Context: an optimization exercise on an open-source flow, tuned for small area and a short achievable clock period. The choices shown serve that exercise and are no tape-out recipe. RTL that was checked went through simulation tests only; none was proved equivalent to the original. Function not checked in run 2: the RTL went through the layout flow alone. Power and IR drop assume default switching activity.

## flow/design.v (module list and top-level ports; edited modules follow where they fit)
// module cpu_alu_shifter: 48 lines
// module cpu_alu_mux2i: 8 lines
// module cpu_alu: 875 lines
// module cpu_alu_benc: 10 lines
// module cpu_alu_bpp: 11 lines
// module cpu_alu_benc2: 16 lines
// module cpu_alu_bpp2: 18 lines
// module cpu_alu_bppbit: 10 lines
// module cpu_alu_fa: 10 lines
// module cpu_alu_ha: 9 lines
// module cpu_alu_cpa: 972 lines
// module cpu_alu_nand2: 3 lines
// module cpu_alu_nor2: 3 lines
// module cpu_alu_xnor2: 3 lines
// module cpu_alu_inv: 3 lines
// module cpu_alu_aoi21: 3 lines
// module cpu_alu_oai21: 3 lines
// module cpu_alu_maj3i: 3 lines
// module cpu_alu_xor2: 3 lines
// module cpu_alu_o22ai: 4 lines
// module cpu_alu_a222oi: 4 lines
// module cpu_alu_and2: 3 lines
// module cpu_alu_mux2: 3 lines
module cpu_alu #(
    parameter int WIDTH = pkg_cpu_alu::ALU_WIDTH
) (
    input  logic             clk,
    input  logic             rst,
    input  logic             in_valid,
    input  logic [WIDTH-1:0] a,
    input  logic [WIDTH-1:0] b,
    input  logic [3:0]       oper,
    input  logic [3:0]       flags_in,
    output logic             out_valid,
    output logic [WIDTH-1:0] result,
    output logic [3:0]       flags_out
);
  // ...
==> flow/flow/run.sh <==
#!/bin/bash
# Standard layout, except that the port buffers are plain buf_4 cells instead of the
# resizer's default choice.
set -e
export BUFFER_PORTS_ARGS="-buffer_cell sky130_fd_sc_hd__buf_4"
bash standard.sh > standard.log 2>&1
==> flow/standard.sh <==
#!/bin/bash
# synth_recipe.tcl (not shown) runs the flow's synth.tcl, then flattens the netlist and writes it again
# the make line also repeats each setting of config.mk as NAME=value (left out here)
make -C /OpenROAD-flow-scripts/flow DESIGN_CONFIG=/design/flow/config.mk WORK_HOME=/design/flow/orfs CLKGATE_MAP_FILE= SYNTH_SCRIPT=/design/flow/synth_recipe.tcl "${@:-finish}"
==> flow/config.mk <==
export PLATFORM = sky130hd
export DESIGN_NAME = cpu_alu
export DESIGN_NICKNAME = cpu_alu
export VERILOG_FILES = /design/flow/design.v
export SDC_FILE = /design/flow/constraint.sdc
export NUM_CORES = 4
export LEC_CHECK = 0
export CAP_MARGIN = 20
export CORE_MARGIN = 2
export CORE_UTILIZATION = 65
export SETUP_SLACK_MARGIN = 3.3
export SLEW_MARGIN = 20
export SYNTH_HIERARCHICAL = 1
==> flow/constraint.sdc <==
create_clock -name core_clock -period 11.0 [get_ports {clk}]
set_input_delay 2.2000 -clock core_clock [delete_from_list [all_inputs] [get_ports {clk}]]
set_output_delay 2.2000 -clock core_clock [all_outputs]
set_load 0.01 [all_outputs]
==> Implementation_results.wiki, run 1 <==
{| class="wikitable"
! Metric !! Value
|-
| Total negative slack || 0 ns
|-
| Unrepaired setup endpoints after global routing || false
|-
| Startpoint type of the worst setup path || input pin
|-
| Number of placement rows || 61
|-
| Starting DRC count in detailed routing || around 3500
|-
| Largest fanout of any net on the critical path || 23
|-
| Max Clock Freq || ~130 MHz
|-
| Commonest non-fill, non-tap cells in the layout || 315 x sky130_fd_sc_hd__mux2i_1, 288 x sky130_fd_sc_hd__xnor2_1, 255 x sky130_fd_sc_hd__o22ai_1
|-
| Synth top area cells || sky130_fd_sc_hd__fa_1 23%, sky130_fd_sc_hd__mux2i_1 19%, sky130_fd_sc_hd__xnor2_1 15%
|-
| Sw frac || between 50% and 60%
|-
| CP Data Arrival Time || 7.89 ns
|-
| Cell type with the highest aggregate area in the netlist || sky130_fd_sc_hd__fa_1
|-
| Number of buffers added by the clock tree synthesis step || 5
|-
| Count of unresolved DRC violations after routing || 0
|-
| Pin count of the biggest net entering global routing || 66
|-
| Sequential group power || about 0.20 mW
|-
| Overall Power || roughly 4.7 mW
|-
| Area of the core || ~28000 um^2
|-
| Height of the chip || between 150 and 200 um
|-
| Maximum number of buffers from clock root to sink || 2
|-
| Number of antenna violations at the first check in global routing || 0
|-
| Total number of nets in the final design || between 2000 and 3000
|-
| Total via count after detailed routing || ~19000
|-
| Most frequent standard cell in the layout excluding fill and tap cells || sky130_fd_sc_hd__mux2i_1
|-
| Top pwr grp || combinational logic
|-
| Fin area || 21500 um^2
|-
| CP Launch Point || b[0]
|-
| Number of H-tree levels || 2
|-
| Post-DR wirelength/cell || between 20 and 30 um
|-
| Area of the die || a little under 30000 um^2
|-
| Worst path required time || around 11 ns
|-
| Final worst path period share || approximately 70%
|-
| Length of the first detailed-routing pass in iterations || 10
|-
| Largest stage delay on the critical path || 0.55 ns
|-
| Number of buffers outside the clock class in the layout || around 170
|-
| Cell depth of the worst min-delay path || 2
|-
| Status || complete, no violations
|-
| Synth-to-layout area growth || 16.8%
|-
| Max reg flops || 32
|-
| Max-Slew Margin vs Limit || 26.5%
|-
| Hold Path Sink || r_valid
|-
| Portion of the layout cell area used by clock cells || less than 1%
|-
| Number of diodes added for antenna fixing || 0
|-
| Proportion of layout cells with a drive suffix above 1 || 16.8%
|}
==> inputs of run 2 (changes only) <==
--- a/flow/design.v
+++ b/flow/design.v
@@ -1813,141 +1813,141 @@
     logic n377;
     cpu_alu_nand2 u_n377 (.i_a(n373), .i_b(n374), .o_y(n377));
     logic n378;
     cpu_alu_nand2 u_n378 (.i_a(n375), .i_b(n376), .o_y(n378));
     logic n379;
     cpu_alu_nor2 u_n379 (.i_a(n377), .i_b(n378), .o_y(n379));
     assign o_zero_l = n379;
     logic n380;
-    cpu_alu_inv u_n380 (.i_a(n33), .o_y(n380));
+    cpu_alu_xnor2 u_n380 (.i_a(i_xn[0]), .i_b(i_yn[0]), .o_y(n380));
     cpu_alu_mux2i u_d0_0 (.i_s(i_sel), .i_0(n317), .i_1(n33), .o_y(d0n[0]));
     cpu_alu_mux2i u_d1_0 (.i_s(i_sel), .i_0(n317), .i_1(n380), .o_y(d1n[0]));
     logic n381;
-    cpu_alu_inv u_n381 (.i_a(n34), .o_y(n381));
+    cpu_alu_xnor2 u_n381 (.i_a(i_xn[1]), .i_b(i_yn[1]), .o_y(n381));
     cpu_alu_mux2i u_d0_1 (.i_s(i_sel), .i_0(n318), .i_1(n34), .o_y(d0n[1]));
     cpu_alu_mux2i u_d1_1 (.i_s(i_sel), .i_0(n318), .i_1(n381), .o_y(d1n[1]));
     logic n382;
-    cpu_alu_inv u_n382 (.i_a(n35), .o_y(n382));
+    cpu_alu_xnor2 u_n382 (.i_a(i_xn[2]), .i_b(i_yn[2]), .o_y(n382));
     cpu_alu_mux2i u_d0_2 (.i_s(i_sel), .i_0(n319), .i_1(n35), .o_y(d0n[2]));
     cpu_alu_mux2i u_d1_2 (.i_s(i_sel), .i_0(n319), .i_1(n382), .o_y(d1n[2]));
     logic n383;
-    cpu_alu_inv u_n383 (.i_a(n36), .o_y(n383));
+    cpu_alu_xnor2 u_n383 (.i_a(i_xn[3]), .i_b(i_yn[3]), .o_y(n383));
     cpu_alu_mux2i u_d0_3 (.i_s(i_sel), .i_0(n320), .i_1(n36), .o_y(d0n[3]));
     cpu_alu_mux2i u_d1_3 (.i_s(i_sel), .i_0(n320), .i_1(n383), .o_y(d1n[3]));
     logic n384;
-    cpu_alu_inv u_n384 (.i_a(n37), .o_y(n384));
+    cpu_alu_xnor2 u_n384 (.i_a(i_xn[4]), .i_b(i_yn[4]), .o_y(n384));
     cpu_alu_mux2i u_d0_4 (.i_s(i_sel), .i_0(n321), .i_1(n37), .o_y(d0n[4]));
     cpu_alu_mux2i u_d1_4 (.i_s(i_sel), .i_0(n321), .i_1(n384), .o_y(d1n[4]));
     logic n385;
-    cpu_alu_inv u_n385 (.i_a(n38), .o_y(n385));
+    cpu_alu_xnor2 u_n385 (.i_a(i_xn[5]), .i_b(i_yn[5]), .o_y(n385));
     cpu_alu_mux2i u_d0_5 (.i_s(i_sel), .i_0(n322), .i_1(n38), .o_y(d0n[5]));
     cpu_alu_mux2i u_d1_5 (.i_s(i_sel), .i_0(n322), .i_1(n385), .o_y(d1n[5]));
     logic n386;
-    cpu_alu_inv u_n386 (.i_a(n39), .o_y(n386));
+    cpu_alu_xnor2 u_n386 (.i_a(i_xn[6]), .i_b(i_yn[6]), .o_y(n386));
     cpu_alu_mux2i u_d0_6 (.i_s(i_sel), .i_0(n323), .i_1(n39), .o_y(d0n[6]));
     cpu_alu_mux2i u_d1_6 (.i_s(i_sel), .i_0(n323), .i_1(n386), .o_y(d1n[6]));
     logic n387;
-    cpu_alu_inv u_n387 (.i_a(n40), .o_y(n387));
+    cpu_alu_xnor2 u_n387 (.i_a(i_xn[7]), .i_b(i_yn[7]), .o_y(n387));
     cpu_alu_mux2i u_d0_7 (.i_s(i_sel), .i_0(n324), .i_1(n40), .o_y(d0n[7]));
     cpu_alu_mux2i u_d1_7 (.i_s(i_sel), .i_0(n324), .i_1(n387), .o_y(d1n[7]));
     logic n388;
-    cpu_alu_inv u_n388 (.i_a(n41), .o_y(n388));
+    cpu_alu_xnor2 u_n388 (.i_a(i_xn[8]), .i_b(i_yn[8]), .o_y(n388));
     cpu_alu_mux2i u_d0_8 (.i_s(i_sel), .i_0(n325), .i_1(n41), .o_y(d0n[8]));
     cpu_alu_mux2i u_d1_8 (.i_s(i_sel), .i_0(n325), .i_1(n388), .o_y(d1n[8]));
     logic n389;
-    cpu_alu_inv u_n389 (.i_a(n42), .o_y(n389));
+    cpu_alu_xnor2 u_n389 (.i_a(i_xn[9]), .i_b(i_yn[9]), .o_y(n389));
     cpu_alu_mux2i u_d0_9 (.i_s(i_sel), .i_0(n326), .i_1(n42), .o_y(d0n[9]));
     cpu_alu_mux2i u_d1_9 (.i_s(i_sel), .i_0(n326), .i_1(n389), .o_y(d1n[9]));
     logic n390;
-    cpu_alu_inv u_n390 (.i_a(n43), .o_y(n390));
+    cpu_alu_xnor2 u_n390 (.i_a(i_xn[10]), .i_b(i_yn[10]), .o_y(n390));
     cpu_alu_mux2i u_d0_10 (.i_s(i_sel), .i_0(n327), .i_1(n43), .o_y(d0n[10]));
     cpu_alu_mux2i u_d1_10 (.i_s(i_sel), .i_0(n327), .i_1(n390), .o_y(d1n[10]));
     logic n391;
-    cpu_alu_inv u_n391 (.i_a(n44), .o_y(n391));
+    cpu_alu_xnor2 u_n391 (.i_a(i_xn[11]), .i_b(i_yn[11]), .o_y(n391));
     cpu_alu_mux2i u_d0_11 (.i_s(i_sel), .i_0(n328), .i_1(n44), .o_y(d0n[11]));
     cpu_alu_mux2i u_d1_11 (.i_s(i_sel), .i_0(n328), .i_1(n391), .o_y(d1n[11]));
     logic n392;
-    cpu_alu_inv u_n392 (.i_a(n45), .o_y(n392));
+    cpu_alu_xnor2 u_n392 (.i_a(i_xn[12]), .i_b(i_yn[12]), .o_y(n392));
     cpu_alu_mux2i u_d0_12 (.i_s(i_sel), .i_0(n329), .i_1(n45), .o_y(d0n[12]));
     cpu_alu_mux2i u_d1_12 (.i_s(i_sel), .i_0(n329), .i_1(n392), .o_y(d1n[12]));
     logic n393;
-    cpu_alu_inv u_n393 (.i_a(n46), .o_y(n393));
+    cpu_alu_xnor2 u_n393 (.i_a(i_xn[13]), .i_b(i_yn[13]), .o_y(n393));
     cpu_alu_mux2i u_d0_13 (.i_s(i_sel), .i_0(n330), .i_1(n46), .o_y(d0n[13]));
     cpu_alu_mux2i u_d1_13 (.i_s(i_sel), .i_0(n330), .i_1(n393), .o_y(d1n[13]));
     logic n394;
-    cpu_alu_inv u_n394 (.i_a(n47), .o_y(n394));
+    cpu_alu_xnor2 u_n394 (.i_a(i_xn[14]), .i_b(i_yn[14]), .o_y(n394));
     cpu_alu_mux2i u_d0_14 (.i_s(i_sel), .i_0(n331), .i_1(n47), .o_y(d0n[14]));
     cpu_alu_mux2i u_d1_14 (.i_s(i_sel), .i_0(n331), .i_1(n394), .o_y(d1n[14]));
     logic n395;
-    cpu_alu_inv u_n395 (.i_a(n48), .o_y(n395));
+    cpu_alu_xnor2 u_n395 (.i_a(i_xn[15]), .i_b(i_yn[15]), .o_y(n395));
     cpu_alu_mux2i u_d0_15 (.i_s(i_sel), .i_0(n332), .i_1(n48), .o_y(d0n[15]));
     cpu_alu_mux2i u_d1_15 (.i_s(i_sel), .i_0(n332), .i_1(n395), .o_y(d1n[15]));
     logic n396;
-    cpu_alu_inv u_n396 (.i_a(n49), .o_y(n396));
+    cpu_alu_xnor2 u_n396 (.i_a(i_xn[16]), .i_b(i_yn[16]), .o_y(n396));
     cpu_alu_mux2i u_d0_16 (.i_s(i_sel), .i_0(n333), .i_1(n49), .o_y(d0n[16]));
     cpu_alu_mux2i u_d1_16 (.i_s(i_sel), .i_0(n333), .i_1(n396), .o_y(d1n[16]));
     logic n397;
-    cpu_alu_inv u_n397 (.i_a(n50), .o_y(n397));
+    cpu_alu_xnor2 u_n397 (.i_a(i_xn[17]), .i_b(i_yn[17]), .o_y(n397));
     cpu_alu_mux2i u_d0_17 (.i_s(i_sel), .i_0(n334), .i_1(n50), .o_y(d0n[17]));
     cpu_alu_mux2i u_d1_17 (.i_s(i_sel), .i_0(n334), .i_1(n397), .o_y(d1n[17]));
     logic n398;
-    cpu_alu_inv u_n398 (.i_a(n51), .o_y(n398));
+    cpu_alu_xnor2 u_n398 (.i_a(i_xn[18]), .i_b(i_yn[18]), .o_y(n398));
     cpu_alu_mux2i u_d0_18 (.i_s(i_sel), .i_0(n335), .i_1(n51), .o_y(d0n[18]));
     cpu_alu_mux2i u_d1_18 (.i_s(i_sel), .i_0(n335), .i_1(n398), .o_y(d1n[18]));
     logic n399;
-    cpu_alu_inv u_n399 (.i_a(n52), .o_y(n399));
+    cpu_alu_xnor2 u_n399 (.i_a(i_xn[19]), .i_b(i_yn[19]), .o_y(n399));
     cpu_alu_mux2i u_d0_19 (.i_s(i_sel), .i_0(n336), .i_1(n52), .o_y(d0n[19]));
     cpu_alu_mux2i u_d1_19 (.i_s(i_sel), .i_0(n336), .i_1(n399), .o_y(d1n[19]));
     logic n400;
-    cpu_alu_inv u_n400 (.i_a(n53), .o_y(n400));
+    cpu_alu_xnor2 u_n400 (.i_a(i_xn[20]), .i_b(i_yn[20]), .o_y(n400));
     cpu_alu_mux2i u_d0_20 (.i_s(i_sel), .i_0(n337), .i_1(n53), .o_y(d0n[20]));
     cpu_alu_mux2i u_d1_20 (.i_s(i_sel), .i_0(n337), .i_1(n400), .o_y(d1n[20]));
     logic n401;
-    cpu_alu_inv u_n401 (.i_a(n54), .o_y(n401));
+    cpu_alu_xnor2 u_n401 (.i_a(i_xn[21]), .i_b(i_yn[21]), .o_y(n401));
     cpu_alu_mux2i u_d0_21 (.i_s(i_sel), .i_0(n338), .i_1(n54), .o_y(d0n[21]));
     cpu_alu_mux2i u_d1_21 (.i_s(i_sel), .i_0(n338), .i_1(n401), .o_y(d1n[21]));
     logic n402;
-    cpu_alu_inv u_n402 (.i_a(n55), .o_y(n402));
+    cpu_alu_xnor2 u_n402 (.i_a(i_xn[22]), .i_b(i_yn[22]), .o_y(n402));
     cpu_alu_mux2i u_d0_22 (.i_s(i_sel), .i_0(n339), .i_1(n55), .o_y(d0n[22]));
     cpu_alu_mux2i u_d1_22 (.i_s(i_sel), .i_0(n339), .i_1(n402), .o_y(d1n[22]));
     logic n403;
-    cpu_alu_inv u_n403 (.i_a(n56), .o_y(n403));
+    cpu_alu_xnor2 u_n403 (.i_a(i_xn[23]), .i_b(i_yn[23]), .o_y(n403));
     cpu_alu_mux2i u_d0_23 (.i_s(i_sel), .i_0(n340), .i_1(n56), .o_y(d0n[23]));
     cpu_alu_mux2i u_d1_23 (.i_s(i_sel), .i_0(n340), .i_1(n403), .o_y(d1n[23]));
     logic n404;
-    cpu_alu_inv u_n404 (.i_a(n57), .o_y(n404));
+    cpu_alu_xnor2 u_n404 (.i_a(i_xn[24]), .i_b(i_yn[24]), .o_y(n404));
     cpu_alu_mux2i u_d0_24 (.i_s(i_sel), .i_0(n341), .i_1(n57), .o_y(d0n[24]));
     cpu_alu_mux2i u_d1_24 (.i_s(i_sel), .i_0(n341), .i_1(n404), .o_y(d1n[24]));
     logic n405;
-    cpu_alu_inv u_n405 (.i_a(n58), .o_y(n405));
+    cpu_alu_xnor2 u_n405 (.i_a(i_xn[25]), .i_b(i_yn[25]), .o_y(n405));
     cpu_alu_mux2i u_d0_25 (.i_s(i_sel), .i_0(n342), .i_1(n58), .o_y(d0n[25]));
     cpu_alu_mux2i u_d1_25 (.i_s(i_sel), .i_0(n342), .i_1(n405), .o_y(d1n[25]));
     logic n406;
-    cpu_alu_inv u_n406 (.i_a(n59), .o_y(n406));
+    cpu_alu_xnor2 u_n406 (.i_a(i_xn[26]), .i_b(i_yn[26]), .o_y(n406));
     cpu_alu_mux2i u_d0_26 (.i_s(i_sel), .i_0(n343), .i_1(n59), .o_y(d0n[26]));
     cpu_alu_mux2i u_d1_26 (.i_s(i_sel), .i_0(n343), .i_1(n406), .o_y(d1n[26]));
     logic n407;
-    cpu_alu_inv u_n407 (.i_a(n60), .o_y(n407));
+    cpu_alu_xnor2 u_n407 (.i_a(i_xn[27]), .i_b(i_yn[27]), .o_y(n407));
     cpu_alu_mux2i u_d0_27 (.i_s(i_sel), .i_0(n344), .i_1(n60), .o_y(d0n[27]));
     cpu_alu_mux2i u_d1_27 (.i_s(i_sel), .i_0(n344), .i_1(n407), .o_y(d1n[27]));
     logic n408;
-    cpu_alu_inv u_n408 (.i_a(n61), .o_y(n408));
+    cpu_alu_xnor2 u_n408 (.i_a(i_xn[28]), .i_b(i_yn[28]), .o_y(n408));
     cpu_alu_mux2i u_d0_28 (.i_s(i_sel), .i_0(n345), .i_1(n61), .o_y(d0n[28]));
     cpu_alu_mux2i u_d1_28 (.i_s(i_sel), .i_0(n345), .i_1(n408), .o_y(d1n[28]));
     logic n409;
-    cpu_alu_inv u_n409 (.i_a(n62), .o_y(n409));
+    cpu_alu_xnor2 u_n409 (.i_a(i_xn[29]), .i_b(i_yn[29]), .o_y(n409));
     cpu_alu_mux2i u_d0_29 (.i_s(i_sel), .i_0(n346), .i_1(n62), .o_y(d0n[29]));
     cpu_alu_mux2i u_d1_29 (.i_s(i_sel), .i_0(n346), .i_1(n409), .o_y(d1n[29]));
     logic n410;
-    cpu_alu_inv u_n410 (.i_a(n63), .o_y(n410));
+    cpu_alu_xnor2 u_n410 (.i_a(i_xn[30]), .i_b(i_yn[30]), .o_y(n410));
     cpu_alu_mux2i u_d0_30 (.i_s(i_sel), .i_0(n347), .i_1(n63), .o_y(d0n[30]));
     cpu_alu_mux2i u_d1_30 (.i_s(i_sel), .i_0(n347), .i_1(n410), .o_y(d1n[30]));
     logic n411;
-    cpu_alu_inv u_n411 (.i_a(n64), .o_y(n411));
+    cpu_alu_xnor2 u_n411 (.i_a(i_xn[31]), .i_b(i_yn[31]), .o_y(n411));
     cpu_alu_mux2i u_d0_31 (.i_s(i_sel), .i_0(n348), .i_1(n64), .o_y(d0n[31]));
     cpu_alu_mux2i u_d1_31 (.i_s(i_sel), .i_0(n348), .i_1(n411), .o_y(d1n[31]));
     assign p = {n64, n63, n62, n61, n60, n59, n58, n57, n56, n55, n54, n53, n52, n51, n50, n49, n48, n47, n46, n45, n44, n43, n42, n41, n40, n39, n38, n37, n36, n35, n34, n33};
     logic n412;
     cpu_alu_inv u_n412 (.i_a(n187), .o_y(n412));
     logic n413;
     cpu_alu_inv u_n413 (.i_a(n183), .o_y(n413));
     logic n414;
==> flow/flow/run.sh (replaced) <==
#!/bin/bash
# Standard layout, except that the port buffers are plain buf_2 cells instead of the
# resizer's default choice.
set -e
export BUFFER_PORTS_ARGS="-buffer_cell sky130_fd_sc_hd__buf_2"
bash standard.sh > standard.log 2>&1
==> run 2 against run 1 <==
- routed wire length increased by 3.2%
- combinational power increased by 2%
- cell count increased by 1.2%
- critical endpoint unchanged
- largest cell class unchanged
- die area increased by 0.85%
- clock power increased by 9%
==> Implementation_results.wiki, run 2 <==
{| class="wikitable"
! Metric !! Value
|-
| Most repeated library cell on the critical path || sky130_fd_sc_hd__fa_1
|-
| Global placer's final weighted congestion || roughly 0.99
|-
| Cell type with the highest aggregate area in the netlist || sky130_fd_sc_hd__fa_1
|-
| Portion of total power attributed to sequential cells || 4.0%
|-
| Number of hold-repair buffers added at the cts stage || 0
|-
| Final setup violation count || 0
|-
| Cell area power density || 218 nW/um^2
|-
| Peak supply drop || about 0.63 mV
|-
| Largest Register || r_result
|-
| Most frequent standard cell in the layout excluding fill and tap cells || sky130_fd_sc_hd__xnor2_1
|-
| Total via count after detailed routing || 19100 (+2.0%)
|-
| Final worst path period share || 69.7% (-0.35 points)
|-
| Final WL || 72900 um
|-
| Total number of nets in the final design || 2566 (+1.3%)
|-
| Max capacitance violation total || 0
|-
| Synth top area cells || sky130_fd_sc_hd__fa_1 23%, sky130_fd_sc_hd__mux2i_1 19%, sky130_fd_sc_hd__xnor2_1 16%
|-
| Unrepaired setup endpoints after global routing || true
|-
| DP HPWL || around 51000 um
|-
| CP Data Arrival Time || 7.85 ns (-0.04 ns)
|-
| Chip Width || around 170 um
|-
| Post-DR wirelength/cell || 27.8 um (+1.9%)
|-
| CP Launch Point || b[20]
|-
| Total negative slack || 0 ns (unchanged)
|-
| Number of fill cells in the layout || 1927
|-
| Registers with the most flip-flops || r_result: 32 flops, r_flags: 3 flops, r_valid: 1 flops
|-
| Count of unresolved DRC violations after routing || 0 (unchanged)
|-
| Main flop type after synthesis || sky130_fd_sc_hd__dfxtp_1
|-
| Number of nets with antenna violations after routing || 0
|-
| Gate count of the mapped netlist || about 2100
|-
| Max Clock Freq || 130 MHz (+0.50%)
|-
| Commonest non-fill, non-tap cells in the layout || 318 x sky130_fd_sc_hd__xnor2_1, 309 x sky130_fd_sc_hd__mux2i_1, 256 x sky130_fd_sc_hd__o22ai_1
|-
| Switching pwr || between 2 and 3 mW
|-
| Register area || around 720 um^2
|-
| Internal Power || 2.15 mW
|-
| Max reg flops || 32 (unchanged)
|-
| Area of the die || 29900 um^2 (+0.85%)
|-
| Worst hold path class || input pin to register
|-
| Number of buffers added by the clock tree synthesis step || 5 (unchanged)
|-
| Wire length of the first global-routing pass || 105000 um
|-
| Status || complete, no violations
|-
| Number of diodes added for antenna fixing || 0 (unchanged)
|-
| TritonCTS clock tree || built
|-
| Number of placement rows || 61 (unchanged)
|-
| Worst path required time || 11.18 ns (about the same)
|-
| Global routing met1 resource utilization || a little under three fifths
|-
| Ordered list of cells on the worst path || clkbuf_4 -> xor2_4 -> nand2_2 -> o22ai_1 -> fa_1 -> fa_1 -> fa_1 -> fa_1 -> fa_1 -> mux2i_4 -> xor2_4 -> nand2_1 -> nor2_2 -> nand2_1 -> o21ai_4 -> a21oi_4 -> o21ai_4 -> a21oi_2 -> inv_1 -> and3b_1 -> a21oi_4 -> o31ai_1
|-
| Post-synthesis sequential area ratio || just under 4%
|-
| Syn. warnings || 9
|-
| Max-slew violation count || 0
|-
| Number of enable flip-flop cells after synthesis || 0
|-
| Final worst path period need || 7.67 ns
|-
| Number of H-tree levels || 2 (unchanged)
|-
| Clock slew at the register clock pins of the worst setup and hold paths || about 0.06 ns
|-
| Cell area after synthesis || approximately 19000 um^2
|-
| Proportion of layout cells with a drive suffix above 1 || 18.3% (+1.5 points)
|-
| Leak pwr || roughly 9 nW
|-
| Path type of the worst setup path || input pin to register
|-
| Flip-flop and latch count after synthesis || 36
|-
| Vias per inst || ~7.3
|-
| Pin count of the biggest net entering global routing || 61 (-7.6%)
|-
| Number of different library cells in the post-synthesis netlist || between 70 and 80
|-
| Height of the chip || 173 um (+0.42%)
|-
| Final std cells w/o fill || between 2000 and 3000
|-
| Final hold violation count || 0
|-
| Clk sinks || 36
|-
| Post-synthesis area per instance || roughly 9 um^2
|-
| Synth-to-layout area growth || 17.7%
|-
| Initial Utilization || approximately 66%
|-
| Dpl cells || between 2000 and 3000
|-
| GR met3 Demand/Resource || a little over a tenth
|-
| Part of the power in the clock network || under 10%
|-
| Highest-delay cell along the critical path || sky130_fd_sc_hd__fa_1
|-
| Multi-input gate area || 18500 um^2
|-
| Largest fanout of any net on the critical path || 7 (-70%)
|-
| Area of the core || 27900 um^2 (+0.27%)
|-
| Maximum number of buffers from clock root to sink || 2 (unchanged)
|-
| Sort of element at the end of the critical path || register
|-
| Length of the first detailed-routing pass in iterations || 8 (-2)
|-
| Leading post-synthesis cells by instance count || 345 x sky130_fd_sc_hd__mux2i_1, 337 x sky130_fd_sc_hd__xnor2_1, 273 x sky130_fd_sc_hd__o22ai_1, 210 x sky130_fd_sc_hd__fa_1, 161 x sky130_fd_sc_hd__nand2_1
|-
| Async SR Flop Fraction || 0%
|-
| Share of the synthesized area in the top cell type || between 20% and 30%
|-
| Count of boundary I/O pins || approximately 110
|-
| Core occupancy in the finished layout || just under 80%
|-
| Most Used Layer, Global Route || met2
|-
| Max-Slew Margin vs Limit || 24.8% (-1.7 points)
|-
| Total Routing Usage GR || 45.3%
|-
| Number of antenna violations at the first check in global routing || 1 (+1)
|-
| Sw frac || 54.8% (-0.71 points)
|-
| Met2 track demand over resource in global routing || 71.8%
|-
| PortBufs || between 100 and 150
|-
| Logic gate share of total power || ~93%
|-
| Starting DRC count in detailed routing || 2920 (-17%)
|-
| Total gr overflow || 0
|-
| Most repeated cell in the gate-level netlist after synthesis || sky130_fd_sc_hd__mux2i_1
|-
| Worst Tran Pin Value || between 1 and 1.5 ns
|-
| Clock root buffer || sky130_fd_sc_hd__clkbuf_16
|-
| Vias in the first global route || around 18000
|-
| Hold path start || rst
|-
| Startpoint type of the worst setup path || input pin
|-
| Largest stage delay on the critical path || 0.51 ns (-0.04 ns)
|}
-- run 2: changes by cell type after synthesis, sizes merged --
cell and change:
inv -32, xnor2 +32
-- run 2: final cells by class --
| class | instances | share of cell area (%) |
|---|---|---|
| well taps | 378 | 2.17 |
| flip-flops and latches | 36 | 3.30 |
| clock buffers | 7 | 0.653 |
| repair buffers | 203 | 7.55 |
| clock inverters | 1 | 0.0344 |
| multi-input cells | 1921 | 84.9 |
| inverters | 80 | 1.37 |
-- run 2: critical path, delay by kind of cell --
family / cells / cell delay, ns
multiplexers: 1 / 0.27
AO/OA/AOI/OAI: 7 / 1.27
adder cells (fa/ha/maj): 5 / 2.39
buffers and inverters: 2 / 0.45
AND/OR/NAND/NOR: 5 / 0.81
XOR/XNOR: 2 / 0.45
-- run 2: kinds of logic (layout without fill, tap and decap cells) --
logic type | after synthesis | in the layout | synth area share [%]
simple gates | 344 | 347 | 8.32
mux | 353 | 353 | 19.1
buf+inv | 111 | 291 | 2.72
xor+xnor | 483 | 483 | 22.8
compound gates | 489 | 489 | 18.2
other cells | 1 | 4 | 0.0202
fa+ha+maj | 245 | 245 | 25.0
flops | 36 | 36 | 3.88
-- run 2: modules after synthesis (local to each module, per instance), excerpt --
module,cells,times used,flops+latches
cpu_alu_shifter,220,1,0
cpu_alu,116,1,36
cpu_alu_cpa,32,1,0
cpu_alu_fa,1,210,0
cpu_alu_maj3i,3,1,0
cpu_alu_ha,1,30,0
cpu_alu_a222oi,1,32,0
cpu_alu_mux2i,1,320,0
cpu_alu_aoi21,1,41,0
cpu_alu_xor2,1,144,0
cpu_alu_and2,1,16,0
cpu_alu_o22ai,1,272,0
cpu_alu_oai21,1,25,0
cpu_alu_nand2,1,141,0
cpu_alu_nor2,1,84,0
-- run 2: repair_timing --
action	CTS	global route
gates resized for setup	111	128
setup buffers	17	36
pin swaps	16	20
endpoints found under the setup margin	15	5
gates cloned	1	4
-- run 2: metrics by stage --
stage / worst slack [ns] / area (um^2) / hold WS, ns / power (mW)
final: 3.33 / 21800 / 2.04 / 4.77
after global routing: 3.16 / 21800 / 2.05 / 5.07
after CTS: 3.30 / 20700 / 2.05 / 4.21
after detailed placement: 1.50 / 19800 / 2.36 / 3.81
after global placement: 1.57 / 19800 / 2.36 / 3.70
after floorplan: 3.09 / 18600 / 2.27 / 2.68
-- run 2: per-layer routing --
metal | wire length, um | up-vias
met5 | 0 | -
met4 | 6150 | 0
met3 | 9620 | 496
met2 | 32000 | 1707
met1 | 25100 | 9029
li1 | - | 7858
-- run 2: final timing paths --
path | endpoint | slack, ns | cells after the start
worst max-delay path | r_flags[2] | 3.33 | 22
worst min-delay path | r_valid | 2.04 | 2
-- run 2: power groups by stage --
stage	sequential, mW	combinational [mW]	clock (mW)
after global placement	0.194	3.51	0
after CTS	0.193	3.86	0.159
after floorplan	0.223	2.46	0
after detailed placement	0.196	3.62	0
final	0.193	4.42	0.160
after global routing	0.196	4.71	0.167

[port drivers added, routing unchanged]
No port has a modelled driver above. Below, the same layouts with a new extraction and two added sets of constraints. Step 1 assumes that a clkbuf_16 drives the clock port and a buf_2 every other input. Step 2 times the ports against the registers' clock, not the clock port: input delays grow and output delays shrink by t, the midpoint of the rising clock arrivals with the driver on. Three values: ideal ports, drivers, drivers and shift; two values: the first two.
run | shift t [ns] | setup slack, ns | worst data-port slew with drivers (ns)
run 1 | 0.334 | 3.294 / 3.169 / 2.836 | 0.22
run 2 | 0.360 | 3.333 / 3.358 / 2.997 | 0.08
After both steps every run listed still meets setup and hold. The setup slack of run 1, which loses most, moves by -0.125 ns with the drivers and by -0.458 ns with both steps.
